Background: an optimization exercise with open tools, aiming at small area. Do not read the settings as production practice. Function was checked by simulation only, so behaviour that the tests miss may differ from the original. Power and IR drop assume default switching activity.

[flow/run.sh]
#!/bin/bash
# synth_recipe.tcl (not shown) runs the flow's synth.tcl, then flattens the netlist and writes it again
# the make line also repeats each setting of config.mk as NAME=value (left out here)
make -C /OpenROAD-flow-scripts/flow DESIGN_CONFIG=/design/flow/config.mk WORK_HOME=/design/flow/orfs CLKGATE_MAP_FILE= SYNTH_SCRIPT=/design/flow/synth_recipe.tcl finish
[flow/design.v]
module decode_pipe (
  input  logic        i_clk,
  input  logic        i_rst,
  input  logic        i_valid_IF,
  input  logic [31:0] i_instr,
  input  logic [31:0] i_addr_IncrePC,
  input  logic        i_stall_EX,
  input  logic        i_flush,
  input  logic        i_wb_en,
  input  logic [4:0]  i_wb_addr,
  input  logic [31:0] i_wb_data,
  output logic        o_stall_IF,
  output logic        o_valid_EX,
  output logic [31:0] o_data_Rs,
  output logic [31:0] o_data_Rt,
  output logic [31:0] o_data_SignExt,
  output logic [31:0] o_addr_IncrePC,
  output logic [4:0]  o_rs,
  output logic [4:0]  o_rt,
  output logic [4:0]  o_rd,
  output logic        o_con_WrBack,
  output logic        o_con_MemRd,
  output logic        o_con_MemWr,
  output logic        o_con_Branch,
  output logic        o_con_Jump,
  output logic        o_con_AluSrc,
  output logic [3:0]  o_con_AluOp,
  output logic        o_illegal
);
  localparam logic [3:0] C_NONE  = 4'd0;
  localparam logic [3:0] C_ADD   = 4'd1;
  localparam logic [3:0] C_SUB   = 4'd2;
  localparam logic [3:0] C_AND   = 4'd3;
  localparam logic [3:0] C_OR    = 4'd4;
  localparam logic [3:0] C_SLT   = 4'd5;
  localparam logic [3:0] C_RILL  = 4'd6;
  localparam logic [3:0] C_LW    = 4'd7;
  localparam logic [3:0] C_SW    = 4'd8;
  localparam logic [3:0] C_BEQ   = 4'd9;
  localparam logic [3:0] C_ADDI  = 4'd10;
  localparam logic [3:0] C_ANDI  = 4'd11;
  localparam logic [3:0] C_ORI   = 4'd12;
  localparam logic [3:0] C_J     = 4'd13;
  localparam logic [3:0] C_OPILL = 4'd14;
  logic [5:0]  opcode;
  logic [5:0]  funct;
  logic [4:0]  rs;
  logic [4:0]  rt;
  logic        uses_rt;
  logic [3:0]  cls_dec;
  logic [3:0]  cls_q;
  logic        rtype_q;
  logic        ext_q;
  logic [15:0] imm_q;
  logic [31:0] rs_val;
  logic [31:0] rt_val;
  logic        hazard;
  logic [31:0] regs [1:31];
  logic [31:1] vld;
  logic [31:1] wr_hit;
  logic        byp_s;
  logic        byp_t;
  logic [31:0] sel_s;
  logic [31:0] sel_t;
  assign opcode = i_instr[31:26];
  assign rs     = i_instr[25:21];
  assign rt     = i_instr[20:16];
  assign funct  = i_instr[5:0];
  always_comb begin
    uses_rt = 1'b0;
    case (opcode)
      6'h00: begin
        uses_rt = 1'b1;
        case (funct)
          6'h20:   cls_dec = C_ADD;
          6'h22:   cls_dec = C_SUB;
          6'h24:   cls_dec = C_AND;
          6'h25:   cls_dec = C_OR;
          6'h2A:   cls_dec = C_SLT;
          default: cls_dec = C_RILL;
        endcase
      end
      6'h23: cls_dec = C_LW;
      6'h2B: begin cls_dec = C_SW;  uses_rt = 1'b1; end
      6'h04: begin cls_dec = C_BEQ; uses_rt = 1'b1; end
      6'h08: cls_dec = C_ADDI;
      6'h0C: cls_dec = C_ANDI;
      6'h0D: cls_dec = C_ORI;
      6'h02: cls_dec = C_J;
      default: cls_dec = C_OPILL;
    endcase
  end
  always_comb begin
    for (int r = 1; r < 32; r++) wr_hit[r] = i_wb_en && (i_wb_addr == 5'(r));
  end
  always_ff @(posedge i_clk) begin
    for (int r = 1; r < 32; r++)
      if (wr_hit[r]) regs[r] <= i_wb_data;
  end
  always_ff @(posedge i_clk or posedge i_rst) begin
    if (i_rst) vld <= '0;
    else       vld <= vld | wr_hit;
  end
  assign byp_s = i_wb_en && (i_wb_addr != 5'd0) && (i_wb_addr == rs);
  assign byp_t = i_wb_en && (i_wb_addr != 5'd0) && (i_wb_addr == rt);
  always_comb begin
    sel_s[0] = byp_s;
    sel_t[0] = byp_t;
    for (int r = 1; r < 32; r++) begin
      sel_s[r] = !byp_s && vld[r] && (rs == 5'(r));
      sel_t[r] = !byp_t && vld[r] && (rt == 5'(r));
    end
  end
  for (genvar b = 0; b < 32; b++) begin : g_rd
    logic [31:0] col;
    assign col[0] = i_wb_data[b];
    for (genvar r = 1; r < 32; r++) begin : g_col
      assign col[r] = regs[r][b];
    end
    rd_bit u_rs (.d(col), .s(sel_s), .q(rs_val[b]));
    rd_bit u_rt (.d(col), .s(sel_t), .q(rt_val[b]));
  end
  assign hazard = (cls_q == C_LW) && (o_rt != 5'd0) && i_valid_IF
                  && ((o_rt == rs) || (uses_rt && (o_rt == rt)));
  assign o_stall_IF = hazard || i_stall_EX;
  always_ff @(posedge i_clk or posedge i_rst) begin
    if (i_rst)                          cls_q <= C_NONE;
    else if (i_flush)                   cls_q <= C_NONE;
    else if (!i_stall_EX)               cls_q <= (hazard || !i_valid_IF) ? C_NONE : cls_dec;
  end
  always_ff @(posedge i_clk) begin
    if (!i_stall_EX) begin
      o_data_Rs      <= rs_val;
      o_data_Rt      <= rt_val;
      imm_q          <= i_instr[15:0];
      ext_q          <= i_instr[15] && !(opcode == 6'h0C || opcode == 6'h0D);
      o_addr_IncrePC <= i_addr_IncrePC;
      o_rs           <= rs;
      o_rt           <= rt;
    end
  end
  assign rtype_q        = (cls_q == C_ADD) || (cls_q == C_SUB) || (cls_q == C_AND)
                          || (cls_q == C_OR) || (cls_q == C_SLT) || (cls_q == C_RILL);
  assign o_rd           = rtype_q ? imm_q[15:11] : o_rt;
  assign o_data_SignExt = {{16{ext_q}}, imm_q};
  always_comb begin
    o_valid_EX   = (cls_q != C_NONE);
    o_con_WrBack = 1'b0;
    o_con_MemRd  = 1'b0;
    o_con_MemWr  = 1'b0;
    o_con_Branch = 1'b0;
    o_con_Jump   = 1'b0;
    o_con_AluSrc = 1'b0;
    o_con_AluOp  = 4'd0;
    o_illegal    = 1'b0;
    case (cls_q)
      C_ADD:   begin o_con_WrBack = 1'b1; end
      C_SUB:   begin o_con_WrBack = 1'b1; o_con_AluOp = 4'd1; end
      C_AND:   begin o_con_WrBack = 1'b1; o_con_AluOp = 4'd2; end
      C_OR:    begin o_con_WrBack = 1'b1; o_con_AluOp = 4'd3; end
      C_SLT:   begin o_con_WrBack = 1'b1; o_con_AluOp = 4'd4; end
      C_LW:    begin o_con_WrBack = 1'b1; o_con_MemRd = 1'b1; o_con_AluSrc = 1'b1; end
      C_SW:    begin o_con_MemWr = 1'b1; o_con_AluSrc = 1'b1; end
      C_BEQ:   begin o_con_Branch = 1'b1; o_con_AluOp = 4'd1; end
      C_ADDI:  begin o_con_WrBack = 1'b1; o_con_AluSrc = 1'b1; end
      C_ANDI:  begin o_con_WrBack = 1'b1; o_con_AluSrc = 1'b1; o_con_AluOp = 4'd2; end
      C_ORI:   begin o_con_WrBack = 1'b1; o_con_AluSrc = 1'b1; o_con_AluOp = 4'd3; end
      C_J:     begin o_con_Jump = 1'b1; end
      C_RILL, C_OPILL: begin o_illegal = 1'b1; end
      default: ;
    endcase
  end
endmodule
module rd_bit (
  input  logic [31:0] d,
  input  logic [31:0] s,
  output logic        q
);
  logic [9:0]  n;
  logic [2:0]  m;
  for (genvar g = 0; g < 10; g++) begin : g_aoi
    aoi222 u_aoi (.a1(d[3*g]), .a2(s[3*g]), .b1(d[3*g+1]), .b2(s[3*g+1]),
                  .c1(d[3*g+2]), .c2(s[3*g+2]), .y(n[g]));
  end
  nand4 u_n0 (.a(n[0]), .b(n[1]), .c(n[2]), .d(n[3]), .y(m[0]));
  nand4 u_n1 (.a(n[4]), .b(n[5]), .c(n[6]), .d(n[7]), .y(m[1]));
  rd_tail u_n2 (.n0(n[8]), .n1(n[9]), .a1(d[30]), .a2(s[30]), .b1(d[31]), .b2(s[31]),
               .y(m[2]));
  or3   u_o   (.a(m[0]), .b(m[1]), .c(m[2]), .y(q));
endmodule
module aoi222 (
  input  logic a1, a2, b1, b2, c1, c2,
  output logic y
);
  assign y = !((a1 && a2) || (b1 && b2) || (c1 && c2));
endmodule
module rd_tail (
  input  logic n0, n1, a1, a2, b1, b2,
  output logic y
);
  assign y = !(n0 && n1 && !((a1 && a2) || (b1 && b2)));
endmodule
module nand4 (
  input  logic a, b, c, d,
  output logic y
);
  assign y = !(a && b && c && d);
endmodule
module or3 (
  input  logic a, b, c,
  output logic y
);
  assign y = a || b || c;
endmodule
[flow/config.mk]
export PLATFORM = sky130hd
export DESIGN_NAME = decode_pipe
export DESIGN_NICKNAME = decode_pipe
export VERILOG_FILES = /design/flow/design.v
export SDC_FILE = /design/flow/constraint.sdc
export NUM_CORES = 4
export LEC_CHECK = 0
export CAP_MARGIN = 20
export CELL_PAD_IN_SITES_DETAIL_PLACEMENT = 1
export CELL_PAD_IN_SITES_GLOBAL_PLACEMENT = 2
export CORE_MARGIN = 2
export CORE_UTILIZATION = 30
export SLEW_MARGIN = 20
export SYNTH_HIERARCHICAL = 1
[flow/constraint.sdc]
create_clock -name core_clock -period 8.0 [get_ports {i_clk}]
set_input_delay 1.6000 -clock core_clock [delete_from_list [all_inputs] [get_ports {i_clk}]]
set_output_delay 1.6000 -clock core_clock [all_outputs]
set_load 0.01 [all_outputs]
==> results of run 1 <==
## cell usage in the layout (no fill, tap or decap), drive strengths merged, types with 35 or more instances in the layout
| cell | netlist | routed |
|---|---|---|
| nor2 | 48 | 48 |
| clkdlybuf4s50 | 0 | 251 |
| buf | 18 | 125 |
| or3 | 67 | 67 |
| clkbuf | 14 | 156 |
| clkinv | 0 | 49 |
| a222oi | 640 | 640 |
| nand4 | 132 | 132 |
| nand3 | 69 | 69 |
| and3 | 64 | 64 |
| dfrtp | 35 | 35 |
| or2 | 35 | 35 |
| a22oi | 64 | 64 |
| edfxtp | 1115 | 1115 |
## worst min path at each step
| stage | start | to | slack [ns] | depth (start not counted) |
|---|---|---|---|---|
| floorplan | vld[10] | vld[10] | 0.45 | 1 |
| global placement | vld[8] | vld[8] | 0.47 | 1 |
| CTS | vld[1] | vld[1] | 0.48 | 1 |
| finish | vld[1] | vld[1] | 0.48 | 1 |
| detailed placement | vld[1] | vld[1] | 0.46 | 1 |
| global route | vld[20] | vld[20] | 0.51 | 1 |
## per-module statistics from Yosys (local to each module, per instance), a selection
module	cell area, µm²	cells	copies in the design	flops+latches
aoi222	10.0	1	640	0
decode_pipe	36300	1473	1	1150
nand4	6.26	1	128	0
or3	6.26	1	64	0
rd_tail	12.5	2	64	0
## per-stage QoR
stage / cells / hold slack [ns] / total power, mW / setup slack [ns] / util
after floorplan: 2433 / 0.446 / 7.30 / 2.80 / -
after global placement: 4706 / 0.466 / 7.84 / 1.90 / 0.343
after detailed placement: 4707 / 0.464 / 7.86 / 1.93 / 0.343
after CTS: 4949 / 0.479 / 14.2 / 2.46 / 0.374
after global routing: 4949 / 0.509 / 14.4 / 2.27 / 0.373
final: 4950 / 0.481 / 14.1 / 2.44 / 0.373
## layout make-up
| class | count | area share |
|---|---|---|
| inverters | 6 | 0.000499 |
| clock buffers | 156 | 0.0626 |
| diodes | 1 | 0.0000453 |
| repair buffers | 376 | 0.0624 |
| flip-flops and latches | 1150 | 0.622 |
| well taps | 1930 | 0.0437 |
| clock inverters | 86 | 0.0192 |
| multi-input cells | 1245 | 0.189 |
## power by group through the flow
stage	logic (mW)	clock network (mW)	registers [mW]
finish	0.834	6.33	6.91
detailed placement	0.827	0	7.04
floorplan	0.282	0	7.02
global route	0.875	6.65	6.92
CTS	0.829	6.44	6.91
global placement	0.806	0	7.03
## metal layers
metal | global-route usage | wire length [µm] | part of all wire
met2 | 0.396 | 89400 | 0.47
met1 | 0.308 | 71900 | 0.38
met4 | 0.113 | 8610 | 0.045
met3 | 0.0673 | 21600 | 0.11
met5 | 0 | 67 | 0.00035
## sequential cells by signal (all words and copies together), names as in the netlist
| signal | cells |
|---|---|
| o_rt | 5 |
| o_addr_IncrePC | 32 |
| vld | 31 |
| imm_q | 16 |
| ext_q | 1 |
| cls_q | 4 |
| o_data_Rs | 32 |
| o_data_Rt | 32 |
| o_rs | 5 |
| regs | 992 |
## cell families (layout without fill, tap and decap cells)
logic type / count (synthesis) / count (layout) / synth area share
XOR/XNOR: 22 / 22 / 0.00431
multiplexers: 5 / 5 / 0.00126
buffers and inverters: 38 / 624 / 0.00465
other: 1 / 2 / 0.0000839
AO/OA/AOI/OAI: 734 / 734 / 0.159
AND/OR/NAND/NOR: 483 / 483 / 0.0624
flip-flops: 1150 / 1150 / 0.769
==> impl_metrics.py, run 1 <==
metrics = {
    "worst_setup_path": {
        "cp-end-kind": "primary output",
        "cp_max_fo": 10,
        "rr_startpoint": "vld[5]",
        "worstSetupPathType": "input pin to primary output",
        "reg2reg_depth": 5,
        "r2r-end": "o_data_Rs[13]",
        "crit_start": "i_instr[29]",
        "rrSetupSlack_ns": 5.25,
        "cp-start-kind": "input pin",
        "critical_path.most_common_cell": "clkdlybuf4s50_1",
        "cp_num_buf_inv": 2,
        "setup.worst_path.end": "o_stall_IF",
        "path_depth": 6,
        "path_delay_family": "buffers and inverters",
        "critPathSlowestCell": "clkdlybuf4s50_1",
        "worstPathArrival_ns": 3.96,
        "crit_path_cell_trace": "clkdlybuf4s50_1 -> nor4_1 -> a21oi_1 -> nor4b_1 -> or3_4 -> clkdlybuf4s50_1",
        "max_stage_delay_ns": 0.57,
        "cp.required_ns": 6.40,
    },
    "floorplan": {
        "die_y_um": 390,
        "die-area_mm2": 0.152,
        "num_rows": 141,
        "ios": 263,
        "core_mm2": 0.148,
        "start_util": 0.302,
        "fp.dieW_um": 390,
    },
    "pwr": {
        "p_comb_frac": 0.059,
        "p_clk_frac": 0.450,
        "switching_power_mw": 3.20,
        "p_seq_frac": 0.491,
        "p_int_mw": 10.9,
        "switching_share": 0.228,
        "powerDensity_mw_per_mm2": 255,
        "vdd_drop_max_uv": 213,
        "p_leak_nw": 17.7,
    },
    "detailed_routing": {
        "drtIter0Drc": 6579,
        "drtAntennaViolNets": 0,
        "drc_errors": 0,
        "first_pass_iters": 13,
        "drt_wl_total_um": 192000,
        "vias": 32700,
        "vias_per_cell": 6.61,
        "wire_per_inst_um": 38.7,
    },
    "clocking": {
        "cts_resized": 0,
        "cts_tree": "yes",
        "cts.htree.levels": 4,
        "clock_latency_ns": 0.79,
        "clkTransAtPathRegs_ns": 0.06,
        "root_buffer": "clkbuf_16",
        "post-cts-setup-buffers": 0,
        "hold_buffers": 0,
        "ctsLongestPathBuffers": 3,
        "cts_buffers": 132,
        "cts.sinks": 1150,
    },
    "final_layout": {
        "seq_area_mm2": 0.0344,
        "final_area_mm2": 0.0552,
        "syn2layout_area_growth_pct": 23.5,
        "fillers": 14600,
        "drive_gt1_frac": 0.149,
        "final_nets": 3018,
        "multi_input_area_mm2": 0.0104,
    },
    "sta": {
        "setup_viol": 0,
        "hold_violations": 0,
        "finalWorstPathRequiredPeriod_ns": 5.56,
        "tightest_slew_ns": 1.12,
        "slew_headroom": 0.254,
        "max_freq_mhz": 180,
        "skew_ns": 0.0383,
        "tns_ns": 0,
        "final_max_slew_viol_count": 0,
        "finalCritPeriodShare": 0.694,
        "rsz0062_at_grt": "false",
    },
    "global_route": {
        "grt_pass1_wl_um": 264000,
        "grt_max_degree": 81,
        "grt-ovfl-total": 0,
        "grt_pass1_vias": 33800,
        "antenna_found_initial": 15,
        "grtUsageTotal": 0.246,
    },
    "hold_path": {
        "hold_class": "flop to flop",
    },
    "yosys": {
        "synth-edff-count": 1115,
        "synth_cell_type_count": 44,
        "synth_top_area_frac": 0.749,
        "netlist_area_mm2": 0.0447,
        "yosys.area.top_type": "edfxtp_1",
        "syn_avg_cell_area_um2": 18.4,
        "synthTopCellsByArea": "edfxtp_1 (75%), a222oi_1 (14%), dfrtp_1 (2.0%), nand4_1 (1.8%), a22oi_1 (1.1%)",
        "ys.flop_type": "edfxtp_1",
        "synthesis.nets": 2540,
        "seq_area_frac_synth": 0.769,
        "synth_common_cells": "edfxtp_1 (1,115), a222oi_1 (640), nand4_1 (132)",
        "synth-warning-count": 8,
        "ys_async_sr_fraction": 0.0304,
        "synth_most_common_cell": "edfxtp_1",
        "synth-seq-cells": 1150,
        "synth_cells": 2433,
    },
    "placement": {
        "io_buffer_count": 261,
        "gp_congestion": 0.824,
        "hpwl_um": 107000,
        "placed_area_mm2": 0.0507,
    },
    "job": {
        "cap_viol_max_count": 0,
    },
    "run_status": {
        "status": "no timing/DRC/antenna violations",
    },
}
==> inputs of run 2 (changes only) <==
--- a/flow/design.v
+++ b/flow/design.v
@@ -58,6 +58,11 @@
   logic [31:0] regs [1:31];
   logic [31:1] vld;
   logic [31:1] wr_hit;
+  logic [31:1] wr_hit_n;
+  logic [31:0] regs_d [1:31];
+  logic [122:0] idex_new;
+  logic [122:0] idex_q;
+  logic [122:0] idex_d;
   logic        byp_s;
   logic        byp_t;
   logic [31:0] sel_s;
@@ -93,9 +98,15 @@
   always_comb begin
     for (int r = 1; r < 32; r++) wr_hit[r] = i_wb_en && (i_wb_addr == 5'(r));
   end
+  assign wr_hit_n = ~wr_hit;
+  for (genvar r = 1; r < 32; r++) begin : g_row
+    for (genvar b = 0; b < 32; b++) begin : g_bit
+      hold_mux u_hold (.ld(wr_hit[r]), .ld_n(wr_hit_n[r]), .d(i_wb_data[b]), .q(regs[r][b]),
+                       .y(regs_d[r][b]));
+    end
+  end
   always_ff @(posedge i_clk) begin
-    for (int r = 1; r < 32; r++)
-      if (wr_hit[r]) regs[r] <= i_wb_data;
+    for (int r = 1; r < 32; r++) regs[r] <= regs_d[r];
   end
   always_ff @(posedge i_clk or posedge i_rst) begin
     if (i_rst) vld <= '0;
@@ -128,16 +139,16 @@
     else if (i_flush)                   cls_q <= C_NONE;
     else if (!i_stall_EX)               cls_q <= (hazard || !i_valid_IF) ? C_NONE : cls_dec;
   end
+  assign idex_new = {rs_val, rt_val, i_instr[15:0],
+                     i_instr[15] && !(opcode == 6'h0C || opcode == 6'h0D),
+                     i_addr_IncrePC, rs, rt};
+  assign idex_q   = {o_data_Rs, o_data_Rt, imm_q, ext_q, o_addr_IncrePC, o_rs, o_rt};
+  for (genvar b = 0; b < 123; b++) begin : g_idex
+    hold_mux u_hold (.ld(!i_stall_EX), .ld_n(i_stall_EX), .d(idex_new[b]), .q(idex_q[b]),
+                     .y(idex_d[b]));
+  end
   always_ff @(posedge i_clk) begin
-    if (!i_stall_EX) begin
-      o_data_Rs      <= rs_val;
-      o_data_Rt      <= rt_val;
-      imm_q          <= i_instr[15:0];
-      ext_q          <= i_instr[15] && !(opcode == 6'h0C || opcode == 6'h0D);
-      o_addr_IncrePC <= i_addr_IncrePC;
-      o_rs           <= rs;
-      o_rt           <= rt;
-    end
+    {o_data_Rs, o_data_Rt, imm_q, ext_q, o_addr_IncrePC, o_rs, o_rt} <= idex_d;
   end
   assign rtype_q        = (cls_q == C_ADD) || (cls_q == C_SUB) || (cls_q == C_AND)
                           || (cls_q == C_OR) || (cls_q == C_SLT) || (cls_q == C_RILL);
@@ -212,3 +223,9 @@
 );
   assign y = a || b || c;
 endmodule
+module hold_mux (
+  input  logic ld, ld_n, d, q,
+  output logic y
+);
+  assign y = (ld && d) || (ld_n && q);
+endmodule
--- a/flow/config.mk
+++ b/flow/config.mk
@@ -9,6 +9,7 @@
 export CELL_PAD_IN_SITES_DETAIL_PLACEMENT = 1
 export CELL_PAD_IN_SITES_GLOBAL_PLACEMENT = 2
 export CORE_MARGIN = 2
-export CORE_UTILIZATION = 30
+export CORE_UTILIZATION = 45
+export CTS_BUF_LIST = sky130_fd_sc_hd__clkbuf_4 sky130_fd_sc_hd__clkbuf_8
 export SLEW_MARGIN = 20
 export SYNTH_HIERARCHICAL = 1
==> run 2 against run 1 <==
Still clean on timing, DRC and antenna. Fmax fell by 2.7%. Via count is 40% higher. Area after synthesis down 2.7%. Register-to-register slack got worse by 0.47 ns. Sequential share of layout area shrank 18 points. Clock-buffer cell count grew 151. Critical endpoint unchanged.
==> impl_metrics.py, run 2 <==
metrics = {
    "run_status": {
        "status": "no timing/DRC/antenna violations",
    },
    "yosys": {
        "synth_common_cells": "a22o_1 (1,116), dfxtp_1 (1,115), a222oi_1 (640)",
        "synth-seq-cells": 1150,
        "synth_cell_type_count": 47,
        "synth_most_common_cell": "a22o_1",
        "yosys.area.top_type": "dfxtp_1",
        "synthTopCellsByArea": "dfxtp_1 (51%), a22o_1 (22%), a222oi_1 (15%), dfrtp_1 (2.0%), nand4_1 (1.9%)",
        "seq_area_frac_synth": 0.533,
        "synthesis.nets": 3708,
        "synth_cells": 3601,
        "synth_top_area_frac": 0.513,
        "ys.flop_type": "dfxtp_1",
        "synth.area.mux_share": 0.00152,
        "yosys.area_share.simple": 0.0651,
        "synth-edff-count": 0,
        "synthAdderAreaFrac": 0,
        "synth_compound_area_frac": 0.388,
        "syn_avg_cell_area_um2": 12.1,
        "netlist_area_mm2": 0.0435,
        "synth-xor-area-share": 0.00443,
        "ys_async_sr_fraction": 0.0304,
        "synth-warning-count": 10,
        "synth_top_family_by_area": "compound AO/OA/AOI/OAI gates",
    },
    "clocking": {
        "clkTransAtPathRegs_ns": 0.05,
        "cts_buffers": 188,
        "cts.sinks": 1150,
        "root_buffer": "clkbuf_8",
        "cts_resized": 0,
        "post-cts-setup-buffers": 0,
        "cts_tree": "yes",
        "ctsLongestPathBuffers": 3,
        "hold_buffers": 0,
        "cts.htree.levels": 4,
        "clock_latency_ns": 0.94,
    },
    "final_layout": {
        "fillers": 10000,
        "multi_input_area_mm2": 0.0201,
        "final_area_mm2": 0.0528,
        "syn2layout_area_growth_pct": 21.4,
        "final_common_cell": "a22o_1",
        "largest_register_ffs": 992,
        "top_register": "regs",
        "most-common-layout-cells": "a22o_1 (1,116), dfxtp_1 (1,115), a222oi_1 (640)",
        "final_util": 0.549,
        "seq_area_mm2": 0.0232,
        "final_nets": 4280,
        "drive_gt1_frac": 0.124,
    },
    "hold_path": {
        "hold_depth": 1,
        "hold_class": "flop to flop",
        "hold_start": "o_addr_IncrePC[0]",
        "hold_end": "o_addr_IncrePC[0]",
    },
    "worst_setup_path": {
        "cp_max_fo": 7,
        "rrSetupSlack_ns": 4.78,
        "path_delay_family": "buffers and inverters",
        "max_stage_delay_ns": 0.60,
        "crit_path_cell_trace": "clkdlybuf4s50_1 -> nor3_1 -> mux2i_1 -> or4_1 -> o211ai_1 -> clkdlybuf4s50_1",
        "rr_startpoint": "vld[15]",
        "worstSetupPathType": "input pin to primary output",
        "cp-start-kind": "input pin",
        "cp.required_ns": 6.40,
        "critPathSlowestCell": "clkdlybuf4s50_1",
        "cp_num_buf_inv": 2,
        "worstPathArrival_ns": 4.11,
        "critical_path.most_common_cell": "clkdlybuf4s50_1",
        "reg2reg_depth": 6,
        "r2r-end": "o_data_Rt[7]",
        "cp-end-kind": "primary output",
    },
    "global_route": {
        "grt_use_met1": 0.558,
        "antenna_found_initial": 39,
        "grt-busiest-layer": "met2",
        "grt_pass1_wl_um": 334000,
        "grtUsageTotal": 0.462,
        "grt_max_degree": 61,
        "grt_use_met3": 0.194,
        "use_met2": 0.665,
        "grt-ovfl-total": 0,
        "grt_pass1_vias": 46200,
    },
    "job": {
        "cap_viol_max_count": 0,
    },
    "placement": {
        "hpwl_um": 136000,
        "gp_congestion": 0.943,
        "placed_area_mm2": 0.0488,
        "io_buffer_count": 261,
        "dp_slack_ns": 1.82,
    },
    "sta": {
        "skew_ns": 0.0507,
        "slew_headroom": 0.176,
        "rsz0062_at_grt": "false",
        "worst_slack_ns": 2.29,
        "final_max_slew_viol_count": 0,
        "tns_ns": 0,
        "hold_violations": 0,
        "finalWorstPathRequiredPeriod_ns": 5.71,
        "finalCritPeriodShare": 0.714,
        "max_freq_mhz": 175,
        "whs_ns": 0.467,
        "setup_viol": 0,
        "tightest_slew_ns": 1.24,
    },
    "pwr": {
        "p_leak_nw": 21.7,
        "powerDensity_mw_per_mm2": 290,
        "vdd_drop_max_uv": 154,
    },
    "detailed_routing": {
        "vias": 46000,
        "wire_per_inst_um": 42.4,
        "drt_wl_total_um": 238000,
        "vias_per_cell": 8.20,
        "drtAntennaViolNets": 0,
        "drc_errors": 0,
        "drtIter0Drc": 9410,
        "first_pass_iters": 11,
    },
    "floorplan": {
        "ios": 263,
        "core_mm2": 0.0963,
        "die_y_um": 315,
        "num_rows": 114,
        "start_util": 0.452,
        "die-area_mm2": 0.0992,
        "fp.dieW_um": 315,
    },
}
[run 2: how the worst max path moves through the flow]
stage | from | end | slack (ns) | depth (start not counted)
2_1_floorplan | i_wb_addr[4] | o_data_Rs[0] | 2.36 | 10
3_3_place_gp | i_instr[21] | o_data_Rs[4] | 1.87 | 12
3_5_place_dp | i_instr[21] | o_data_Rs[4] | 1.82 | 12
4_1_cts | i_instr[26] | o_stall_IF | 2.31 | 6
5_1_grt | i_instr[27] | o_stall_IF | 2.15 | 6
6_report | i_instr[26] | o_stall_IF | 2.29 | 6
[run 2: cell type report]
type,instances,share of cell area
Sequential cell,1150,0.439
Multi-Input combinational cell,2377,0.380
Clock buffer,307,0.0710
Inverter,38,0.00275
Clock inverter,27,0.00396
Tap cell,1276,0.0302
Antenna cell,15,0.000711
Timing Repair Buffer,418,0.0724
[run 2: logic make-up (layout without fill, tap and decap cells)]
kind of cell / after synthesis / count (layout)
AO/OA/AOI/OAI: 1847 / 1847
flip-flops: 1150 / 1150
AND/OR/NAND/NOR: 501 / 501
buffers and inverters: 74 / 790
XOR/XNOR: 22 / 22
multiplexers: 6 / 6
other: 1 / 16
[run 2: worst reg2reg max path, stage by stage, from the launching register on]
cell,delay [ns]
dfrtp_1,0.42
and3_1,0.17
buf_4,0.31
a222oi_1,0.53
nand4_1,0.83
or3_1,0.65
a22o_1,0.21
[run 2: stage by stage]
step | cells | power, mW
floorplan | 3601 | 8.67
finish | 5608 | 15.3
global placement | 5256 | 9.60
CTS | 5590 | 15.2
global route | 5597 | 15.8
detailed placement | 5256 | 9.77
[run 2: per-module statistics from Yosys, one instance, submodules excluded, excerpt]
module,area (µm²),cells
aoi222,10.0,1
hold_mux,8.76,1
or3,6.26,1
nand4,6.26,1
rd_tail,12.5,2
decode_pipe,25300,1526
[run 2: report_power, final]
part           leakage, nW  internal, mW  switching [mW]
clock                 2.12          2.98            2.51
sequential            9.69          6.85           0.991
combinational         9.93          1.02           0.936
[run 2: per-layer routing]
metal / up-vias / routed length, µm / share of wire
li1: 17600 / - / -
met1: 23000 / 84000 / 0.35
met4: 28 / 17700 / 0.074
met3: 1165 / 36100 / 0.15
met5: - / 259 / 0.0011
met2: 4187 / 100000 / 0.42
==> inputs of run 3 (changes only) <==
==> flow/flow/run.sh (new file) <==
#!/bin/bash
# Standard layout with smaller port buffers, a clock tree without dummy loads
# built from mid-size clock buffers, and power/area recovery after global route.
set -euo pipefail
bash standard.sh \
  "BUFFER_PORTS_ARGS=-buffer_cell sky130_fd_sc_hd__buf_1" \
  "CTS_ARGS=-sink_clustering_enable -repair_clock_nets -dont_use_dummy_load -buf_list {sky130_fd_sc_hd__clkbuf_4 sky130_fd_sc_hd__clkbuf_8}" \
  "RECOVER_POWER=100" \
  finish > standard_flow.log 2>&1
==> flow/standard.sh (new file) <==
#!/bin/bash
# synth_recipe.tcl (not shown) runs the flow's synth.tcl, then flattens the netlist and writes it again
# the make line also repeats each setting of config.mk as NAME=value (left out here)
make -C /OpenROAD-flow-scripts/flow DESIGN_CONFIG=/design/flow/config.mk WORK_HOME=/design/flow/orfs CLKGATE_MAP_FILE= SYNTH_SCRIPT=/design/flow/synth_recipe.tcl "${@:-finish}"
--- a/flow/config.mk
+++ b/flow/config.mk
@@ -10,6 +10,5 @@
 export CELL_PAD_IN_SITES_GLOBAL_PLACEMENT = 2
 export CORE_MARGIN = 2
 export CORE_UTILIZATION = 45
-export CTS_BUF_LIST = sky130_fd_sc_hd__clkbuf_4 sky130_fd_sc_hd__clkbuf_8
 export SLEW_MARGIN = 20
 export SYNTH_HIERARCHICAL = 1
removed: flow/run.sh
==> run 3 against run 2 <==
Now fails the layout checks on max-capacitance violations, max-slew violations. Sequential share of layout area rose by 2.9 points. Register-to-register slack lost 0.42 ns. Cell area is 6.1% lower. First-iteration DRC count grew 0.87%. Fmax down 10%. Clock power shrank 22%. Global-route usage decreased by 1.9 points. Non-clock buffer count fell by 7. Core utilization fell by 3.4 points. Synthesized cell count unchanged. Hold slack improved by 0.0024 ns. Critical path type is now input pin to flop. Critical endpoint is now regs[27][10]. Largest power group unchanged. Highest routed layer unchanged.
==> impl_metrics.py, run 3 <==
metrics = {
    "run_status": {
        "status": "failed layout checks",
        "failed_checks": "max-capacitance violations, max-slew violations",
    },
    "pwr": {
        "p_leak_nw": 20.2,
        "powerDensity_mw_per_mm2": 281,
        "p_total_mw": 13.9,
        "vdd_drop_max_uv": 154,
    },
    "floorplan": {
        "fp.dieW_um": 315,
        "start_util": 0.452,
        "num_rows": 114,
        "ios": 263,
        "core_mm2": 0.0963,
        "die_y_um": 315,
        "die-area_mm2": 0.0992,
    },
    "hold_path": {
        "hold_class": "flop to flop",
    },
    "sta": {
        "slew_headroom": -1.20,
        "worst_slack_ns": 1.64,
        "finalCritPeriodShare": 0.795,
        "max_freq_mhz": 157,
        "rsz0062_at_grt": "false",
        "final_max_slew_viol_count": 1806,
        "finalWorstPathRequiredPeriod_ns": 6.36,
        "tns_ns": 0,
        "whs_ns": 0.470,
        "skew_ns": 0.0742,
        "setup_viol": 0,
        "tightest_slew_ns": 3.30,
        "hold_violations": 0,
    },
    "yosys": {
        "synthesis.nets": 3708,
        "synth_cells": 3601,
        "yosys.area.top_type": "dfxtp_1",
        "synth_cell_type_count": 47,
        "syn_avg_cell_area_um2": 12.1,
        "synth_most_common_cell": "a22o_1",
        "synth_compound_area_frac": 0.388,
        "synthAdderAreaFrac": 0,
        "netlist_area_mm2": 0.0435,
        "yosys.area_share.simple": 0.0651,
        "synth-edff-count": 0,
        "synthTopCellsByArea": "dfxtp_1 (51%), a22o_1 (22%), a222oi_1 (15%), dfrtp_1 (2.0%), nand4_1 (1.9%)",
        "synth_top_family_by_area": "compound AO/OA/AOI/OAI gates",
        "synth-xor-area-share": 0.00443,
        "synth_common_cells": "a22o_1 (1,116), dfxtp_1 (1,115), a222oi_1 (640)",
        "seq_area_frac_synth": 0.533,
        "ys.flop_type": "dfxtp_1",
        "synth.area.mux_share": 0.00152,
        "ys_async_sr_fraction": 0.0304,
        "synth_top_area_frac": 0.513,
        "synth-seq-cells": 1150,
        "synth-warning-count": 10,
    },
    "clocking": {
        "cts.htree.levels": 4,
        "hold_buffers": 0,
        "cts_resized": 0,
        "cts_tree": "yes",
        "cts.sinks": 1150,
        "root_buffer": "clkbuf_8",
        "post-cts-setup-buffers": 0,
        "clock_latency_ns": 0.90,
        "clkTransAtPathRegs_ns": 0.06,
        "cts_buffers": 189,
        "ctsLongestPathBuffers": 3,
    },
    "placement": {
        "hpwl_um": 132000,
        "dp_slack_ns": 1.83,
        "gp_congestion": 0.926,
        "io_buffer_count": 261,
    },
    "global_route": {
        "grt_pass1_vias": 44400,
        "grtUsageTotal": 0.443,
        "grt_pass1_wl_um": 321000,
        "grt_max_degree": 70,
        "grt-ovfl-total": 0,
        "antenna_found_initial": 28,
    },
    "worst_setup_path": {
        "cp-start-kind": "input pin",
        "rrSetupSlack_ns": 4.36,
        "cp_max_fo": 33,
        "cp-end-kind": "flop",
        "worstPathArrival_ns": 7.08,
        "worstSetupPathType": "input pin to flop",
        "cp.required_ns": 8.72,
    },
    "job": {
        "cap_viol_max_count": 56,
    },
    "final_layout": {
        "final_nets": 4274,
        "largest_register_ffs": 992,
        "final_common_cell": "a22o_1",
        "syn2layout_area_growth_pct": 14.0,
        "top_register": "regs",
        "fillers": 10200,
        "drive_gt1_frac": 0.0845,
        "most-common-layout-cells": "a22o_1 (1,116), dfxtp_1 (1,115), a222oi_1 (640)",
    },
    "detailed_routing": {
        "first_pass_iters": 13,
        "drc_errors": 0,
        "drtAntennaViolNets": 0,
        "vias_per_cell": 8.20,
        "vias": 44700,
        "drtIter0Drc": 9492,
        "drt_wl_total_um": 229000,
        "wire_per_inst_um": 42.0,
    },
}
## run 3: cell types whose count changed in the layout (fill, tap and decap cells not counted), sizes merged
cell / before / now
buf: 158 / 322
bufinv: 1 / 0
clkbuf: 307 / 278
clkdlybuf4s50: 260 / 0
clkinv: 18 / 2
clkinvlp: 4 / 1
inv: 42 / 35
## run 3: routing by layer
| layer | vias to the layer above | wire (µm) | track usage |
|---|---|---|---|
| met5 | - | 109 | 0 |
| met4 | 16 | 16300 | 0.279 |
| met3 | 939 | 32100 | 0.154 |
| met2 | 3853 | 96500 | 0.653 |
| met1 | 22500 | 83900 | 0.553 |
| li1 | 17400 | - | - |
## run 3: area by class of cell
class                           count  area [µm²]  area share
Sequential cell                  1150       23200       0.468
Multi-Input combinational cell   2377       20100       0.405
Clock buffer                      189        2600      0.0525
Timing Repair Buffer              411        1950      0.0394
Tap cell                         1276        1600      0.0322
Inverter                           38         144     0.00290
Antenna cell                       15        37.5    0.000757
## run 3: Yosys stat by module (local to each module, per instance), excerpt
module / area (µm²) / cells / times used / flops+latches
rd_tail: 12.5 / 2 / 64 / 0
aoi222: 10.0 / 1 / 640 / 0
decode_pipe: 25300 / 1526 / 1 / 1150
or3: 6.26 / 1 / 64 / 0
nand4: 6.26 / 1 / 128 / 0
hold_mux: 8.76 / 1 / 1115 / 0
## run 3: cell families after synthesis
family                 Yosys count
AO/OA/AOI/OAI                 1847
XOR/XNOR                        22
multiplexers                     6
AND/OR/NAND/NOR                501
flip-flops                    1150
buffers and inverters           74
other                            1
## run 3: worst paths after layout
path                                     from                 end  cells past startpoint
min in group asynchronous               i_rst             vld[31]                      3
hold reg to reg            o_addr_IncrePC[11]  o_addr_IncrePC[11]                      1
setup reg to reg                      vld[12]       o_data_Rs[26]                      6
max in group asynchronous               i_rst              vld[7]                      3
hold / removal             o_addr_IncrePC[11]  o_addr_IncrePC[11]                      1
setup / recovery                 i_wb_addr[2]        regs[27][10]                      7
## run 3: report_power, final
| group | internal, mW | switching [mW] |
|---|---|---|
| logic | 0.864 | 0.920 |
| registers | 6.86 | 0.981 |
| clock network | 2.07 | 2.22 |
| total | 9.79 | 4.12 |
## run 3: stage by stage
step / cell area, µm² / utilization / cells
2_1_floorplan: 43500 / - / 3601
3_3_place_gp: 47100 / 0.490 / 5251
3_5_place_dp: 47200 / 0.490 / 5252
4_1_cts: 49800 / 0.517 / 5441
5_1_grt: 49600 / 0.515 / 5444
6_report: 49600 / 0.515 / 5456
## run 3: critical path, stage by stage
cell      delay (ns)
clkbuf_1        0.26
and2b_1         0.38
nand2_1         0.15
clkbuf_1        2.02
inv_1           1.23
clkbuf_1        0.91
a22o_1          0.49
==> inputs of run 4 (changes only) <==
==> flow/flow/run.sh (replaced) <==
#!/bin/bash
# Standard layout with the smallest port buffers and a clock tree without
# dummy loads, built from clkbuf_8 sink buffers over clusters of at most 12
# flip-flops.
set -euo pipefail
bash standard.sh \
  "BUFFER_PORTS_ARGS=-buffer_cell sky130_fd_sc_hd__buf_1" \
  "CTS_ARGS=-sink_clustering_enable -repair_clock_nets -dont_use_dummy_load -sink_clustering_size 12 -sink_clustering_max_diameter 50 -buf_list {sky130_fd_sc_hd__clkbuf_4 sky130_fd_sc_hd__clkbuf_8}" \
  finish > standard_flow.log 2>&1
--- a/flow/config.mk
+++ b/flow/config.mk
@@ -5,10 +5,10 @@
 export SDC_FILE = /design/flow/constraint.sdc
 export NUM_CORES = 4
 export LEC_CHECK = 0
-export CAP_MARGIN = 20
+export CAP_MARGIN = 0
 export CELL_PAD_IN_SITES_DETAIL_PLACEMENT = 1
 export CELL_PAD_IN_SITES_GLOBAL_PLACEMENT = 2
 export CORE_MARGIN = 2
 export CORE_UTILIZATION = 45
-export SLEW_MARGIN = 20
+export SLEW_MARGIN = 0
 export SYNTH_HIERARCHICAL = 1
==> run 4 against run 3 <==
Now clean on timing, DRC and antenna. Sequential cell count is the same. Routed wire length is 0.43% lower. Combinational power is essentially flat. Setup slack better by 0.63 ns. Hold slack got worse by 0.0032 ns. Clock skew fell by 0.0036 ns. Fmax rose by 11%. Non-clock buffer count decreased by 1. Clock power shrank 16%. Via count decreased by 0.41%. Largest cell class unchanged.
==> impl_metrics.py, run 4 <==
metrics = {
    "clocking": {
        "cts_tree": "yes",
        "clkTransAtPathRegs_ns": 0.06,
        "cts_resized": 0,
        "ctsLongestPathBuffers": 3,
        "hold_buffers": 0,
        "cts.sinks": 1150,
        "cts.htree.levels": 4,
        "clock_latency_ns": 0.87,
        "post-cts-setup-buffers": 0,
        "root_buffer": "clkbuf_8",
        "cts_buffers": 138,
    },
    "worst_setup_path": {
        "cp-end-kind": "flop",
        "cp_max_fo": 20,
        "rr_startpoint": "vld[12]",
        "crit_path_cell_trace": "buf_1 -> xnor2_1 -> nand2_1 -> nor3_2 -> buf_4 -> nor2_1 -> and4_1 -> buf_4 -> a222oi_1 -> nand4_1 -> or3_1 -> a22o_1",
        "max_stage_delay_ns": 0.87,
        "crit_start": "i_instr[22]",
        "worstPathArrival_ns": 6.45,
        "cp.required_ns": 8.73,
        "cp-start-kind": "input pin",
        "critPathSlowestCell": "nand4_1",
        "worstSetupPathType": "input pin to flop",
        "critical_path.most_common_cell": "buf_4",
    },
    "sta": {
        "tns_ns": 0,
        "tightest_slew_ns": 1.35,
        "worst_slack_ns": 2.28,
        "max_freq_mhz": 175,
        "final_max_slew_viol_count": 0,
        "finalCritPeriodShare": 0.715,
        "hold_violations": 0,
        "rsz0062_at_grt": "false",
        "slew_headroom": 0.101,
        "setup_viol": 0,
        "skew_ns": 0.0706,
        "whs_ns": 0.467,
        "finalWorstPathRequiredPeriod_ns": 5.72,
    },
    "floorplan": {
        "die_y_um": 315,
        "core_mm2": 0.0963,
        "die-area_mm2": 0.0992,
        "start_util": 0.452,
        "num_rows": 114,
        "fp.dieW_um": 315,
        "ios": 263,
    },
    "yosys": {
        "synth_top_family_by_area": "compound AO/OA/AOI/OAI gates",
        "synth-xor-area-share": 0.00443,
        "ys_async_sr_fraction": 0.0304,
        "seq_area_frac_synth": 0.533,
        "synth.area.mux_share": 0.00152,
        "synth-warning-count": 10,
        "syn_avg_cell_area_um2": 12.1,
        "synthTopCellsByArea": "dfxtp_1 (51%), a22o_1 (22%), a222oi_1 (15%), dfrtp_1 (2.0%), nand4_1 (1.9%)",
        "ys.flop_type": "dfxtp_1",
        "synthesis.nets": 3708,
        "synth-seq-cells": 1150,
        "synth_common_cells": "a22o_1 (1,116), dfxtp_1 (1,115), a222oi_1 (640)",
        "yosys.area_share.simple": 0.0651,
        "synth-edff-count": 0,
        "synth_cells": 3601,
        "yosys.area.top_type": "dfxtp_1",
        "synthAdderAreaFrac": 0,
        "synth_compound_area_frac": 0.388,
        "synth_cell_type_count": 47,
        "synth_top_area_frac": 0.513,
        "netlist_area_mm2": 0.0435,
        "synth_most_common_cell": "a22o_1",
    },
    "job": {
        "cap_viol_max_count": 0,
    },
    "global_route": {
        "grt_pass1_wl_um": 320000,
        "antenna_found_initial": 29,
        "grtUsageTotal": 0.443,
        "grt_max_degree": 70,
        "grt-ovfl-total": 0,
        "grt_pass1_vias": 44000,
    },
    "final_layout": {
        "most-common-layout-cells": "a22o_1 (1,116), dfxtp_1 (1,115), a222oi_1 (640)",
        "final_util": 0.510,
        "fillers": 10200,
        "instances_no_fill": 5410,
        "final_common_cell": "a22o_1",
        "syn2layout_area_growth_pct": 12.8,
        "top_register": "regs",
        "drive_gt1_frac": 0.0868,
        "final_nets": 4222,
        "largest_register_ffs": 992,
        "final_area_mm2": 0.0491,
    },
    "pwr": {
        "powerDensity_mw_per_mm2": 269,
        "p_leak_nw": 20.0,
        "p_total_mw": 13.2,
        "vdd_drop_max_uv": 169,
    },
    "detailed_routing": {
        "drt_wl_total_um": 228000,
        "wl_met1_um": 83100,
        "first_pass_iters": 12,
        "met2WireLength_um": 96400,
        "vias": 44600,
        "drtAntennaViolNets": 0,
        "drc_errors": 0,
        "routed.top_layer": "met5",
        "wire_per_inst_um": 42.1,
        "drtIter0Drc": 8854,
        "wl_met3_um": 32100,
        "vias_per_cell": 8.24,
    },
    "placement": {
        "dp.cells": 5251,
        "io_buffer_count": 261,
        "placed_area_mm2": 0.0471,
        "hpwl_um": 132000,
        "dp_slack_ns": 1.84,
        "gp_congestion": 0.926,
    },
    "hold_path": {
        "hold_class": "flop to flop",
        "hold_start": "o_addr_IncrePC[19]",
    },
    "run_status": {
        "status": "no timing/DRC/antenna violations",
    },
}
==> run 4: cell count changes in the layout (fill, tap and decap cells not counted), moves of 3 or more <==
cell,previous run,this run
inv_1,35,32
clkbuf_8,189,138
diode_2,15,21
buf_1,225,234
clkbuf_1,63,0
buf_4,96,149
inv_2,0,3
==> run 4: final timing paths <==
kind / to / slack, ns / depth (start not counted)
hold reg to reg: o_addr_IncrePC[19] / 0.47 / 1
setup / recovery: o_data_Rs[26] / 2.28 / 12
max in group asynchronous: vld[22] / 6.74 / 3
min in group asynchronous: vld[13] / 0.83 / 3
hold / removal: o_addr_IncrePC[19] / 0.47 / 1
setup reg to reg: o_data_Rs[26] / 4.31 / 6
==> run 4: cells by family after synthesis <==
group,after synthesis
AO/OA/AOI/OAI,1847
XOR/XNOR,22
buffers and inverters,74
flip-flops,1150
multiplexers,6
other,1
AND/OR/NAND/NOR,501
==> run 4: routing by layer <==
metal  up-vias  GRT usage
met5         -    0.00725
li1      17400          -
met4        18      0.284
met2      3865      0.649
met3       889      0.158
met1     22400      0.551
==> run 4: cell type report <==
cell class              count  area, µm²  share of cell area
clock buffers             138       1900              0.0387
flip-flops and latches   1150      23200               0.473
multi-input cells        2377      20100               0.409
repair buffers            410       2130              0.0435
diodes                     21       52.6             0.00107
inverters                  38        145             0.00296
well taps                1276       1600              0.0325
==> run 4: per-module statistics from Yosys (local to each module, per instance), excerpt <==
module | cells inside | copies in the design | flops+latches | cell area, µm²
hold_mux | 1 | 1115 | 0 | 8.76
nand4 | 1 | 128 | 0 | 6.26
decode_pipe | 1526 | 1 | 1150 | 25300
rd_tail | 2 | 64 | 0 | 12.5
aoi222 | 1 | 640 | 0 | 10.0
or3 | 1 | 64 | 0 | 6.26
==> run 4: worst max-delay path: cells and delay by family <==
| family | cells | cell delay [ns] |
|---|---|---|
| compound gates | 2 | 0.66 |
| xor+xnor | 1 | 0.19 |
| buf+inv | 3 | 1.31 |
| simple gates | 6 | 2.61 |
==> run 4: power breakdown <==
part | switching [mW] | internal [mW]
Combinational | 0.917 | 0.863
Sequential | 0.984 | 6.84
Clock | 2.08 | 1.53
Total | 3.98 | 9.24
==> inputs of run 5 (changes only) <==
==> flow/flow/run.sh (replaced) <==
#!/bin/bash
# Standard layout with the smallest port buffers and a clock tree without
# dummy loads, built from clkbuf_8 sink buffers over clusters of at most 10
# flip-flops.
set -euo pipefail
bash standard.sh \
  "BUFFER_PORTS_ARGS=-buffer_cell sky130_fd_sc_hd__buf_1" \
  "CTS_ARGS=-sink_clustering_enable -repair_clock_nets -dont_use_dummy_load -sink_clustering_size 10 -sink_clustering_max_diameter 40 -buf_list {sky130_fd_sc_hd__clkbuf_4 sky130_fd_sc_hd__clkbuf_8}" \
  finish > standard_flow.log 2>&1
==> run 5 against run 4 <==
Still clean. Via count grew 0.23%. Critical path type unchanged. Fmax up 1.5%. Clock-buffer cell count is 22 higher.
==> impl_metrics.py, run 5 <==
metrics = {
    "run_status": {
        "status": "no timing/DRC/antenna violations",
    },
    "sta": {
        "setup_viol": 0,
        "rsz0062_at_grt": "false",
        "finalWorstPathRequiredPeriod_ns": 5.64,
        "tightest_slew_ns": 1.40,
        "hold_violations": 0,
        "tns_ns": 0,
        "skew_ns": 0.0617,
        "max_freq_mhz": 177,
        "worst_slack_ns": 2.36,
        "slew_headroom": 0.0636,
        "finalCritPeriodShare": 0.705,
        "final_max_slew_viol_count": 0,
    },
    "final_layout": {
        "most-common-layout-cells": "a22o_1 (1,116), dfxtp_1 (1,115), a222oi_1 (640)",
        "final_util": 0.513,
        "syn2layout_area_growth_pct": 13.5,
        "drive_gt1_frac": 0.0917,
        "final_nets": 4244,
        "fillers": 10200,
        "instances_no_fill": 5424,
        "top_register": "regs",
        "final_common_cell": "a22o_1",
        "largest_register_ffs": 992,
    },
    "pwr": {
        "p_leak_nw": 20.1,
        "powerDensity_mw_per_mm2": 273,
        "vdd_drop_max_uv": 156,
    },
    "clocking": {
        "cts_tree": "yes",
        "ctsLongestPathBuffers": 3,
        "cts.sinks": 1150,
        "cts_resized": 0,
        "hold_buffers": 0,
        "cts.htree.levels": 4,
        "root_buffer": "clkbuf_8",
        "cts_buffers": 160,
        "clkTransAtPathRegs_ns": 0.07,
        "clock_latency_ns": 0.89,
        "post-cts-setup-buffers": 0,
    },
    "yosys": {
        "synth_most_common_cell": "a22o_1",
        "synth_cell_type_count": 47,
        "yosys.area.top_type": "dfxtp_1",
        "synth-seq-cells": 1150,
        "synthAdderAreaFrac": 0,
        "synth_top_area_frac": 0.513,
        "ys_async_sr_fraction": 0.0304,
        "synth_top_family_by_area": "compound AO/OA/AOI/OAI gates",
        "syn_avg_cell_area_um2": 12.1,
        "yosys.area_share.simple": 0.0651,
        "synth-warning-count": 10,
        "synth_common_cells": "a22o_1 (1,116), dfxtp_1 (1,115), a222oi_1 (640)",
        "synthesis.nets": 3708,
        "synthTopCellsByArea": "dfxtp_1 (51%), a22o_1 (22%), a222oi_1 (15%), dfrtp_1 (2.0%), nand4_1 (1.9%)",
        "synth_compound_area_frac": 0.388,
        "synth-xor-area-share": 0.00443,
        "synth.area.mux_share": 0.00152,
        "ys.flop_type": "dfxtp_1",
        "synth_cells": 3601,
        "netlist_area_mm2": 0.0435,
        "seq_area_frac_synth": 0.533,
        "synth-edff-count": 0,
    },
    "placement": {
        "io_buffer_count": 261,
        "dp.cells": 5251,
        "dp_slack_ns": 1.84,
        "gp_congestion": 0.926,
        "hpwl_um": 132000,
    },
    "worst_setup_path": {
        "rr_startpoint": "vld[12]",
        "worstSetupPathType": "input pin to flop",
        "cp-start-kind": "input pin",
        "cp_max_fo": 20,
        "r2r-end": "o_data_Rs[26]",
        "cp-end-kind": "flop",
        "cp.required_ns": 8.76,
        "rrSetupSlack_ns": 4.35,
        "reg2reg_depth": 6,
        "worstPathArrival_ns": 6.40,
    },
    "detailed_routing": {
        "vias_per_cell": 8.23,
        "first_pass_iters": 14,
        "vias": 44700,
        "drtIter0Drc": 8746,
        "drtAntennaViolNets": 0,
        "drc_errors": 0,
        "wire_per_inst_um": 42.1,
        "drt_wl_total_um": 228000,
    },
    "job": {
        "cap_viol_max_count": 0,
    },
    "hold_path": {
        "hold_end": "o_addr_IncrePC[19]",
        "hold_start": "o_addr_IncrePC[19]",
        "hold_class": "flop to flop",
        "hold_depth": 1,
    },
    "floorplan": {
        "ios": 263,
        "die-area_mm2": 0.0992,
        "die_y_um": 315,
        "core_mm2": 0.0963,
        "start_util": 0.452,
        "fp.dieW_um": 315,
        "num_rows": 114,
    },
    "global_route": {
        "grt_pass1_vias": 44400,
        "grt-ovfl-total": 0,
        "grtUsageTotal": 0.444,
        "antenna_found_initial": 26,
        "grt_max_degree": 70,
        "grt_pass1_wl_um": 321000,
    },
}
-- run 5: cell counts after synthesis --
No cell type changed its count.
-- run 5: cell type report --
cell class	instances	area, µm²	area share
Antenna cell	13	32.5	0.000659
Clock buffer	160	2200	0.0446
Inverter	38	145	0.00294
Multi-Input combinational cell	2377	20100	0.406
Sequential cell	1150	23200	0.470
Tap cell	1276	1600	0.0323
Timing Repair Buffer	410	2130	0.0432
-- run 5: critical path: stages --
cell	delay, ns
buf_1	0.50
xnor2_1	0.19
nand2_1	0.12
nor3_2	0.23
buf_4	0.39
nor2_1	0.14
and4_1	0.62
buf_4	0.44
a222oi_1	0.44
nand4_1	0.81
or3_1	0.63
a22o_1	0.22
-- run 5: kinds of logic after synthesis --
family / after synthesis
flops: 1150
mux: 6
buf+inv: 74
xor+xnor: 22
other cells: 1
compound gates: 1847
simple gates: 501
-- run 5: per-layer routing --
layer / track usage / routed length [µm] / vias up
li1: - / - / 17400
met1: 0.551 / 82700 / 22500
met2: 0.648 / 96200 / 3871
met3: 0.157 / 32600 / 897
met4: 0.294 / 16700 / 16
met5: 0.00725 / 201 / -
-- run 5: how the worst max path moves through the flow --
stage | from | endpoint | slack [ns] | cells after the start
5_1_grt | i_instr[22] | o_data_Rs[26] | 2.38 | 12
3_3_place_gp | i_instr[22] | o_data_Rs[22] | 1.91 | 12
4_1_cts | i_instr[22] | o_data_Rs[26] | 2.72 | 12
3_5_place_dp | i_instr[22] | o_data_Rs[26] | 1.84 | 12
2_1_floorplan | i_wb_addr[4] | o_data_Rs[0] | 2.36 | 10
6_report | i_instr[22] | o_data_Rs[26] | 2.36 | 12
-- run 5: stage by stage --
step           area [µm²]  hold WS, ns  total power [mW]
3_5_place_dp        47100        0.453              9.61
3_3_place_gp        47100        0.451              9.43
5_1_grt             49300        0.479              14.0
2_1_floorplan       43500        0.440              8.67
6_report            49400        0.465              13.5
4_1_cts             49300        0.470              13.4
-- run 5: modules after synthesis, one instance, submodules excluded, a selection --
module,copies in the design,area (µm²)
hold_mux,1115,8.76
aoi222,640,10.0
decode_pipe,1,25300
rd_tail,64,12.5
or3,64,6.26
nand4,128,6.26
-- run 5: report_power, final --
part / leakage, nW / total [mW] / internal [mW] / switching (mW)
clock: 1.15 / 3.89 / 1.76 / 2.12
sequential: 9.69 / 7.83 / 6.85 / 0.984
combinational: 9.29 / 1.78 / 0.863 / 0.919
==> inputs of run 6 (changes only) <==
==> flow/flow/run.sh (replaced) <==
#!/bin/bash
# Standard layout with the smallest port buffers and a clock tree without
# dummy loads, built from clkbuf_4 buffers over clusters of at most 8
# flip-flops.
set -euo pipefail
bash standard.sh \
  "BUFFER_PORTS_ARGS=-buffer_cell sky130_fd_sc_hd__buf_1" \
  "CTS_ARGS=-sink_clustering_enable -repair_clock_nets -dont_use_dummy_load -sink_clustering_size 8 -sink_clustering_max_diameter 40 -buf_list {sky130_fd_sc_hd__clkbuf_4}" \
  finish > standard_flow.log 2>&1
==> run 6 against run 5 <==
Critical path depth is the same. Hold slack better by 0.0076 ns. Largest cell class unchanged. Sequential share of layout area grew 0.83 points. Clock skew up 0.038 ns.
==> impl_metrics.py, run 6 <==
metrics = {
    "floorplan": {
        "ios": 263,
        "die-area_mm2": 0.0992,
        "die_y_um": 315,
        "core_mm2": 0.0963,
        "fp.dieW_um": 315,
        "start_util": 0.452,
        "num_rows": 114,
    },
    "sta": {
        "worst_slack_ns": 2.72,
        "rsz0062_at_grt": "false",
        "finalCritPeriodShare": 0.661,
        "max_freq_mhz": 189,
        "tightest_slew_ns": 1.38,
        "tns_ns": 0,
        "finalWorstPathRequiredPeriod_ns": 5.28,
        "skew_ns": 0.100,
        "hold_violations": 0,
        "slew_headroom": 0.0800,
        "final_max_slew_viol_count": 0,
        "setup_viol": 0,
    },
    "placement": {
        "io_buffer_count": 261,
        "dp.cells": 5251,
        "gp_congestion": 0.926,
        "placed_area_mm2": 0.0471,
        "dp_slack_ns": 1.84,
        "hpwl_um": 132000,
    },
    "yosys": {
        "yosys.area.top_type": "dfxtp_1",
        "synth-warning-count": 10,
        "netlist_area_mm2": 0.0435,
        "seq_area_frac_synth": 0.533,
        "synth_most_common_cell": "a22o_1",
        "synthesis.nets": 3708,
        "synth-edff-count": 0,
        "synthTopCellsByArea": "dfxtp_1 (51%), a22o_1 (22%), a222oi_1 (15%), dfrtp_1 (2.0%), nand4_1 (1.9%)",
        "ys_async_sr_fraction": 0.0304,
        "syn_avg_cell_area_um2": 12.1,
        "synth_cells": 3601,
        "synth_cell_type_count": 47,
        "synth_common_cells": "a22o_1 (1,116), dfxtp_1 (1,115), a222oi_1 (640)",
        "ys.flop_type": "dfxtp_1",
        "synth_top_area_frac": 0.513,
        "synth-seq-cells": 1150,
    },
    "worst_setup_path": {
        "worstPathArrival_ns": 6.33,
        "worstSetupPathType": "input pin to flop",
        "reg2reg_depth": 6,
        "cp-start-kind": "input pin",
        "cp_max_fo": 20,
        "cp-end-kind": "flop",
        "cp.required_ns": 9.05,
    },
    "detailed_routing": {
        "wire_per_inst_um": 41.8,
        "drtAntennaViolNets": 0,
        "drt_wl_total_um": 228000,
        "vias_per_cell": 8.18,
        "drc_errors": 0,
        "drtIter0Drc": 8997,
        "vias": 44600,
        "first_pass_iters": 14,
    },
    "clocking": {
        "post-cts-setup-buffers": 0,
        "cts_tree": "yes",
        "hold_buffers": 0,
        "cts_buffers": 178,
        "ctsLongestPathBuffers": 3,
        "cts.htree.levels": 4,
        "cts.sinks": 1150,
        "clock_latency_ns": 1.20,
        "cts_resized": 0,
        "root_buffer": "clkbuf_4",
        "clkTransAtPathRegs_ns": 0.07,
    },
    "final_layout": {
        "syn2layout_area_growth_pct": 11.5,
        "drive_gt1_frac": 0.0956,
        "instances_no_fill": 5446,
        "final_common_cell": "a22o_1",
        "final_nets": 4262,
        "largest_register_ffs": 992,
        "final_util": 0.504,
        "final_area_mm2": 0.0485,
        "top_register": "regs",
        "most-common-layout-cells": "a22o_1 (1,116), dfxtp_1 (1,115), a222oi_1 (640)",
    },
    "hold_path": {
        "hold_depth": 1,
        "hold_class": "flop to flop",
    },
    "global_route": {
        "grt_max_degree": 70,
        "antenna_found_initial": 26,
        "grtUsageTotal": 0.442,
        "grt_pass1_wl_um": 320000,
        "grt-ovfl-total": 0,
        "grt_pass1_vias": 44200,
    },
    "pwr": {
        "p_leak_nw": 19.8,
        "powerDensity_mw_per_mm2": 261,
        "vdd_drop_max_uv": 135,
    },
    "job": {
        "cap_viol_max_count": 0,
    },
    "run_status": {
        "status": "no timing/DRC/antenna violations",
    },
}
==> run 6: through the flow <==
step	power [mW]	hold WS, ns
after floorplan	8.67	0.440
after global placement	9.43	0.451
after detailed placement	9.61	0.453
after CTS	12.6	0.457
after global routing	13.1	0.473
final	12.7	0.473
==> run 6: power breakdown <==
group          total [mW]  switching [mW]  internal [mW]
clock network        3.05            2.04           1.01
logic                1.78           0.917          0.863
registers            7.82           0.983           6.84
==> run 6: path summary, 6_finish.rpt <==
kind,start,to,slack (ns)
setup / recovery,i_instr[22],o_data_Rs[26],2.72
hold / removal,o_data_Rt[30],o_data_Rt[30],0.47
setup reg to reg,vld[12],o_data_Rs[26],4.41
hold reg to reg,o_data_Rt[30],o_data_Rt[30],0.47
max in group asynchronous,i_rst,vld[7],7.05
min in group asynchronous,i_rst,vld[31],0.50
==> run 6: area by class of cell <==
cell class,instances,area (µm²)
tap,1276,1600
fill,10300,47800
timing repair buffer,410,2130
multi-input combinational,2377,20100
clock buffer,178,1340
sequential,1150,23200
antenna,17,42.5
inverter,38,145
==> run 6: per-layer routing <==
metal | wire length, µm | track usage
met2 | 96100 | 0.647
met1 | 82000 | 0.551
met5 | 84 | 0
met4 | 15900 | 0.284
met3 | 33600 | 0.157
==> run 6: Yosys stat by module, one instance, submodules excluded, a selection <==
module	copies in the design	cells inside	flip-flops and latches	area [µm²]
decode_pipe	1	1526	1150	25300
nand4	128	1	0	6.26
aoi222	640	1	0	10.0
or3	64	1	0	6.26
hold_mux	1115	1	0	8.76
rd_tail	64	2	0	12.5
==> run 6: cell families after synthesis <==
| family | Yosys count | synth area share |
|---|---|---|
| compound gates | 1847 | 0.388 |
| xor+xnor | 22 | 0.00443 |
| buf+inv | 74 | 0.00791 |
| flops | 1150 | 0.533 |
| mux | 6 | 0.00152 |
| other cells | 1 | 0.0000862 |
| simple gates | 501 | 0.0651 |
==> run 6: worst max-delay path, cell delays in order <==
cell and delay (ns):
buf_1 0.51, xnor2_1 0.19, nand2_1 0.12, nor3_2 0.24, buf_4 0.41, nor2_1 0.14, and4_1 0.59, buf_4 0.44
a222oi_1 0.42, nand4_1 0.76, or3_1 0.61, a22o_1 0.22
==> inputs of run 7 (changes only) <==
--- a/flow/config.mk
+++ b/flow/config.mk
@@ -10,5 +10,6 @@
 export CELL_PAD_IN_SITES_GLOBAL_PLACEMENT = 2
 export CORE_MARGIN = 2
 export CORE_UTILIZATION = 45
+export GPL_TIMING_DRIVEN = 0
 export SLEW_MARGIN = 0
 export SYNTH_HIERARCHICAL = 1
==> run 7 against run 6 <==
Still clean. Die area is the same. Core utilization rose by 1.5 points. Routed wire length down 2.0%. Global-route usage decreased by 1.0 points. Register-to-register slack improved by 0.66 ns. Critical path depth is 1 higher. Critical path type unchanged. Largest power group unchanged.
==> impl_metrics.py, run 7 <==
metrics = {
    "floorplan": {
        "ios": 263,
        "fp.dieW_um": 315,
        "core_mm2": 0.0963,
        "start_util": 0.452,
        "die_y_um": 315,
        "die-area_mm2": 0.0992,
        "num_rows": 114,
    },
    "detailed_routing": {
        "drt_wl_total_um": 223000,
        "drc_errors": 0,
        "wire_per_inst_um": 41.1,
        "first_pass_iters": 13,
        "drtIter0Drc": 8863,
        "vias_per_cell": 8.22,
        "drtAntennaViolNets": 0,
        "vias": 44600,
    },
    "yosys": {
        "yosys.area.top_type": "dfxtp_1",
        "synth_top_area_frac": 0.513,
        "synth-warning-count": 10,
        "seq_area_frac_synth": 0.533,
        "synth_most_common_cell": "a22o_1",
        "ys.flop_type": "dfxtp_1",
        "synthTopCellsByArea": "dfxtp_1 (51%), a22o_1 (22%), a222oi_1 (15%), dfrtp_1 (2.0%), nand4_1 (1.9%)",
        "syn_avg_cell_area_um2": 12.1,
        "synth_common_cells": "a22o_1 (1,116), dfxtp_1 (1,115), a222oi_1 (640)",
        "netlist_area_mm2": 0.0435,
        "synth_cells": 3601,
        "synth-edff-count": 0,
        "synth_cell_type_count": 47,
        "synthesis.nets": 3708,
        "ys_async_sr_fraction": 0.0304,
        "synth-seq-cells": 1150,
    },
    "placement": {
        "dp_slack_ns": 1.97,
        "hpwl_um": 140000,
        "io_buffer_count": 257,
        "dp.cells": 5231,
        "gp_congestion": 0.895,
    },
    "pwr": {
        "vdd_drop_max_uv": 149,
        "powerDensity_mw_per_mm2": 253,
        "p_total_mw": 12.7,
        "p_leak_nw": 20.1,
    },
    "sta": {
        "rsz0062_at_grt": "false",
        "max_freq_mhz": 195,
        "finalWorstPathRequiredPeriod_ns": 5.12,
        "tns_ns": 0,
        "hold_violations": 0,
        "whs_ns": 0.473,
        "skew_ns": 0.113,
        "finalCritPeriodShare": 0.640,
        "tightest_slew_ns": 1.13,
        "worst_slack_ns": 2.88,
        "slew_headroom": 0.245,
        "final_max_slew_viol_count": 0,
        "setup_viol": 0,
    },
    "worst_setup_path": {
        "cp_num_buf_inv": 4,
        "critical_path.most_common_cell": "nand3_1",
        "cp_max_fo": 18,
        "cp.required_ns": 9.04,
        "path_delay_family": "simple AND/OR/NAND/NOR gates",
        "worstSetupPathType": "input pin to flop",
        "crit_path_cell_trace": "buf_1 -> clkbuf_1 -> xnor2_1 -> nand3_1 -> nor3_2 -> buf_6 -> nand3b_1 -> nor2_4 -> buf_16 -> a222oi_1 -> nand3_1 -> or3_1 -> a22o_1",
        "max_stage_delay_ns": 0.82,
        "critPathSlowestCell": "nor3_2",
        "cp-end-kind": "flop",
        "cp-start-kind": "input pin",
        "rrSetupSlack_ns": 5.07,
        "worstPathArrival_ns": 6.16,
    },
    "final_layout": {
        "top_register": "regs",
        "final_common_cell": "a22o_1",
        "fillers": 10100,
        "largest_register_ffs": 992,
        "final_nets": 4245,
        "most-common-layout-cells": "a22o_1 (1,116), dfxtp_1 (1,115), a222oi_1 (640)",
        "instances_no_fill": 5429,
        "drive_gt1_frac": 0.116,
        "syn2layout_area_growth_pct": 14.8,
    },
    "clocking": {
        "hold_buffers": 0,
        "root_buffer": "clkbuf_4",
        "cts.htree.levels": 4,
        "cts.sinks": 1150,
        "clkTransAtPathRegs_ns": 0.08,
        "ctsLongestPathBuffers": 3,
        "cts_tree": "yes",
        "post-cts-setup-buffers": 0,
        "cts_resized": 0,
        "cts_buffers": 181,
        "clock_latency_ns": 1.20,
    },
    "global_route": {
        "grt-ovfl-total": 0,
        "grt_pass1_vias": 44700,
        "grt_pass1_wl_um": 314000,
        "antenna_found_initial": 25,
        "grtUsageTotal": 0.432,
        "grt_max_degree": 77,
    },
    "hold_path": {
        "hold_class": "flop to flop",
    },
    "run_status": {
        "status": "no timing/DRC/antenna violations",
    },
    "job": {
        "cap_viol_max_count": 0,
    },
}
-- run 7: logic make-up (layout without fill, tap and decap cells) --
kind of cell	count (synthesis)	after routing	synth area share
DFF	1150	1150	0.533
and+or+nand+nor	501	501	0.0651
buffers and inverters	74	609	0.00791
muxes	6	6	0.00152
other	1	18	0.0000862
AOI/OAI and AO/OA	1847	1847	0.388
xor gates and xnor gates	22	22	0.00443
-- run 7: final timing paths --
check | start | endpoint | cells after the start
worst max-delay path | i_instr[23] | o_data_Rs[12] | 13
worst min-delay path | o_rs[2] | o_rs[2] | 1
worst max register to register | vld[24] | o_data_Rt[21] | 5
worst min register to register | o_rs[2] | o_rs[2] | 1
max in group asynchronous | i_rst | vld[4] | 2
min in group asynchronous | i_rst | vld[24] | 2
-- run 7: where the power goes --
part           total, mW  internal (mW)  switching (mW)
clock               3.08           1.03            2.05
sequential          7.75           6.84           0.908
combinational       1.83          0.891           0.934
-- run 7: through the flow --
step / utilization / cell area, µm²
finish: 0.519 / 50000
global route: 0.519 / 49900
CTS: 0.518 / 49900
detailed placement: 0.504 / 48600
global placement: 0.478 / 46100
floorplan: - / 43500
-- run 7: area by class of cell --
class	count	area, µm²	area share
tap	1276	1600	0.0320
clock buffer	181	1360	0.0272
sequential	1150	23200	0.464
buffer	36	201	0.00403
inverter	38	145	0.00291
antenna	17	42.5	0.000852
multi-input combinational	2377	20200	0.404
timing repair buffer	354	3210	0.0643
-- run 7: per-module statistics from Yosys, one instance, submodules excluded, excerpt --
module       area [µm²]  flip-flops and latches  times used
rd_tail            12.5                       0          64
nand4              6.26                       0         128
decode_pipe       25300                    1150           1
aoi222             10.0                       0         640
or3                6.26                       0          64
hold_mux           8.76                       0        1115
-- run 7: per-layer routing --
layer | up-vias | GRT usage | share of wire
met5 | - | 0 | 0.00029
met4 | 10 | 0.309 | 0.074
met3 | 918 | 0.125 | 0.13
met2 | 3759 | 0.643 | 0.43
met1 | 22500 | 0.536 | 0.36
li1 | 17400 | - | -

## static timing again, ports no longer ideal
How much do the figures lean on ideal ports? The routed layouts below were timed once more, with nothing changed but the port constraints. Step 1: set_driving_cell puts a clkbuf_16 on i_clk and a buf_2 on each other input, an assumption about the parent block. Step 2 also shifts input and output timing later by t, the mid clock arrival at the registers, as if the neighbouring blocks saw the same clock. Three values: ideal ports, drivers, drivers and shift; two values: the first two.
| run | shift t [ns] | setup slack, ns |
|---|---|---|
| run 1 | 0.845 | 2.444 / 2.412 / 1.723 |
| run 2 | 0.984 | 2.288 / 2.248 / 1.471 |
| run 3 | 0.930 | 1.643 / 1.652 / 0.722 |
| run 4 | 0.906 | 2.277 / 2.322 / 1.415 |
| run 5 | 0.929 | 2.359 / 2.405 / 1.476 |
| run 6 | 1.220 | 2.715 / 2.756 / 1.536 |
| run 7 | 1.200 | 2.878 / 2.811 / 1.612 |
